This design comes from an exercise in tuning for small area, a short achievable clock period and few clock cycles per item on the open sky130 flow, not from production work. The RTL was checked by simulation tests, not by an equivalence proof against the original design.

==> flow/design.v (excerpt) <==
module pressure_rolling_average (
    input  logic         clk,
    input  logic         rst_n,
    input  logic         s_tvalid,
    output logic         s_tready,
    input  logic [15:0]  s_tdata,    
    output logic         m_tvalid,
    input  logic         m_tready,
    output logic [39:0]  m_tdata,    
    output logic         m_tuser,    
    input  logic         cfg_valid,
    output logic         cfg_ready,
    input  logic [1:0]   cfg_index,
    input  logic [12:0]  cfg_data
);
Size: ~1,000 flip-flops, ~80 I/O pins, about 0.065 mm² of cells after synthesis.
export LEC_CHECK = 0
export CAP_MARGIN = 20
export CORE_MARGIN = 2
export CORE_UTILIZATION = 40
export SETUP_SLACK_MARGIN = 4.6
export SLEW_MARGIN = 20
create_clock -name core_clock -period 8.5 [get_ports {clk}]
run.sh (not shown) runs the stock make flow with config.mk's settings and CLKGATE_MAP_FILE= SYNTH_SCRIPT=/design/flow/synth_recipe.tcl, a recipe that flattens the netlist after the stock synthesis.
The baseline went through all stages and came out clean.
Testbench counts at the start, summed over its fixed seeds: cycles 5,923, items 4,835.
Next try:
--- a/flow/design.v
+++ b/flow/design.v
@@ -374,29 +374,33 @@
     input  logic [15:0]  s_tdata,    
     output logic         m_tvalid,
     input  logic         m_tready,
     output logic [39:0]  m_tdata,    
     output logic         m_tuser,    
     input  logic         cfg_valid,
     output logic         cfg_ready,
     input  logic [1:0]   cfg_index,
     input  logic [12:0]  cfg_data
 );
     localparam int KA1 = 2;      
-    localparam int KA2 = 1;      
-    localparam int NE  = 6;
+    localparam int KA2 = 2;      
+    localparam int NE  = 5;
     function automatic int qsteps(input int j);
-        qsteps = 1;
+        qsteps = (j < 4) ? 2 : 1;
     endfunction
     function automatic int asteps(input int j);
-        asteps = (j < 3) ? 1 : 0;
+        case (j)
+            0:       asteps = 2;
+            1:       asteps = 2;
+            default: asteps = 0;
+        endcase
     endfunction
     logic [5:0]  win_reg;
     logic [1:0]  model_reg;
     logic [12:0] ref_reg;
     logic [9:0]  off_reg;
     logic        win_wr, off_wr, g_wr;
     logic [1:0]  gmodel;
     logic [5:0]  win_nx;
     assign win_nx = (cfg_data[5:0] == 6'd0) ? 6'd1 :
                     (cfg_data[5:0] > 6'd32) ? 6'd32 : cfg_data[5:0];
     assign cfg_ready = 1'b1;
@@ -504,30 +508,32 @@
         .uload  (uload),
         .busy   (busy_p),
         .v      (v_mul)
     );
     logic [18:0] a_c, a_c2;
     assign a_c = {sum_c, 4'b0000};    
     pra_ndiv #(.WW(14), .NST(KA1)) u_adiv1 (.n(n_c), .st_i(a_c), .st_o(a_c2));
     logic        v_d1, neg_d1, full_d1;
     logic [5:0]  n_d1;
     logic [7:0]  n3_d1;
     logic [18:0] a_d1, a_d1x;
-    logic [18:0] a_d1m;
-    pra_ndiv4 #(.WW(14), .NST(KA2)) u_adiv2 (.n(n_d1), .n3(n3_d1), .st_i(a_d1), .st_o(a_d1m));
-    pra_ndiv  #(.WW(14), .NST(1))   u_adiv3 (.n(n_d1), .st_i(a_d1m), .st_o(a_d1x));
+    pra_ndiv4 #(.WW(14), .NST(KA2)) u_adiv2 (.n(n_d1), .n3(n3_d1), .st_i(a_d1), .st_o(a_d1x));
+    logic        ovf_d1x, zf_d1x;
+    assign ovf_d1x = (v_mul[23:18] >= n_d1);
+    assign zf_d1x  = neg_d1 && (v_mul[23:5] == '1);
     logic        v_d2, neg_d2, full_d2;
     logic [5:0]  n_d2;
     logic [7:0]  n3_d2;
     logic [18:0] a_d2;
-    logic [23:0] q_d2;      
+    logic [22:0] q_d2;
+    logic        ovf_d2, zf_d2;
     always_ff @(posedge clk or negedge rst_n)
     begin
         if (!rst_n)
         begin
             v_d1 <= 1'b0;
             v_d2 <= 1'b0;
         end
         else if (adv)
         begin
             v_d1 <= vc;
             v_d2 <= v_d1;
@@ -539,71 +545,69 @@
         begin
             neg_d1  <= mneg_c;
             full_d1 <= full_c;
             n_d1    <= n_c;
             n3_d1   <= {2'b00, n_c} + {1'b0, n_c, 1'b0};
             a_d1    <= a_c2;
             neg_d2  <= neg_d1;
             full_d2 <= full_d1;
             n_d2    <= n_d1;
             n3_d2   <= n3_d1;
             a_d2    <= a_d1x;
-            q_d2    <= v_mul;
+            q_d2    <= v_mul[22:0];
+            ovf_d2  <= ovf_d1x;
+            zf_d2   <= zf_d1x;
         end
     end
     logic [NE:0]        ve;
     logic [NE*23-1:0]   q_st;
     logic [NE*19-1:0]   a_st;
     logic [NE*6-1:0]    n_e;
     logic [NE*8-1:0]    n3_e;
     logic [NE-1:0]      ovf_e, neg_e, full_e, zf_e;
     assign ve[0] = v_d2;
     for (genvar j = 0; j < NE; j++)
     begin : g_div
         localparam int QD = qsteps(j);
         localparam int AD = asteps(j);
         logic [5:0]  n_in;
         logic [7:0]  n3_in;
         logic [22:0] q_in, q_out;
         logic [18:0] a_in, a_out;
         logic        ovf_in, neg_in, full_in, zf_in;
         if (j == 0)
         begin : g_first
             assign n_in    = n_d2;
             assign n3_in   = n3_d2;
-            assign ovf_in  = (q_d2[23:18] >= n_d2);
-            assign zf_in   = neg_d2 && (q_d2[23:5] == '1);
-            assign q_in    = q_d2[22:0];
+            assign ovf_in  = ovf_d2;
+            assign zf_in   = zf_d2;
+            assign q_in    = q_d2;
             assign a_in    = a_d2;
             assign neg_in  = neg_d2;
             assign full_in = full_d2;
         end
         else
         begin : g_next
             assign n_in    = n_e[(j-1)*6 +: 6];
             assign n3_in   = n3_e[(j-1)*8 +: 8];
             assign ovf_in  = ovf_e[j-1];
             assign zf_in   = zf_e[j-1];
             assign q_in    = q_st[(j-1)*23 +: 23];
             assign a_in    = a_st[(j-1)*19 +: 19];
             assign neg_in  = neg_e[j-1];
             assign full_in = full_e[j-1];
         end
-        logic [22:0] q_mid;
-        pra_ndiv4 #(.WW(18), .NST(QD)) u_qdiv (.n(n_in), .n3(n3_in), .st_i(q_in), .st_o(q_mid));
-        pra_ndiv  #(.WW(18), .NST(1))  u_qdiv2 (.n(n_in), .st_i(q_mid), .st_o(q_out));
+        pra_ndiv4 #(.WW(18), .NST(QD)) u_qdiv (.n(n_in), .n3(n3_in), .st_i(q_in), .st_o(q_out));
         if (AD > 0)
         begin : g_avg
-            logic [18:0] a_mid;
-            pra_ndiv4 #(.WW(14), .NST(AD)) u_adiv (.n(n_in), .n3(n3_in), .st_i(a_in), .st_o(a_mid));
-            pra_ndiv  #(.WW(14), .NST(1))  u_adiv2 (.n(n_in), .st_i(a_mid), .st_o(a_out));
+            pra_ndiv4 #(.WW(14), .NST(AD)) u_adiv (.n(n_in), .n3(n3_in), .st_i(a_in), .st_o(a_out));
         end
         else
         begin : g_avg_done
             assign a_out = a_in;
         end
         always_ff @(posedge clk or negedge rst_n)
         begin
             if (!rst_n)
             begin
                 ve[j+1] <= 1'b0;
             end
What happened:
- The new run finished clean
- first-iteration DRC count increases slightly
- final area falls slightly
- clock skew is higher by 23 ps
- utilization is higher by 0.10 points
- routed wire length falls slightly
- critical path depth goes up by 1
- register-to-register slack loses 150 ps
- final cell count went down by a few percent
- global-route usage stays flat
- count of clock-buffer cells in the layout does not change
- worst setup slack loses 150 ps
Testbench counts after the change, summed over its fixed seeds: cycles 5,843, items 4,835.

[static timing again, ports no longer ideal]
The results above use ideal ports. As a check the final layouts listed here were re-extracted and re-timed, cells and wires unchanged.
Step 1, drivers: a clkbuf_16 drives clk and a buf_2 each remaining input, both assumed.
Step 2 also shifts input and output timing later by t, the mid clock arrival at the registers, as if the neighbouring blocks saw the same clock.
a / b / c = no drivers / after step 1 / after step 2; a / b = the first two.
run | t, ns | setup WS [ns] | worst slew at a driven data input, ns
the first run | 0.820 | 4.361 / 4.361 / 3.813 | 0.21
the second run | 0.843 | 4.209 / 4.209 / 3.760 | 0.12
After both steps setup and hold are still met in every run listed. The setup slack of the first run, which loses most, moves by 0.000 ns with the drivers and by -0.548 ns with both steps.
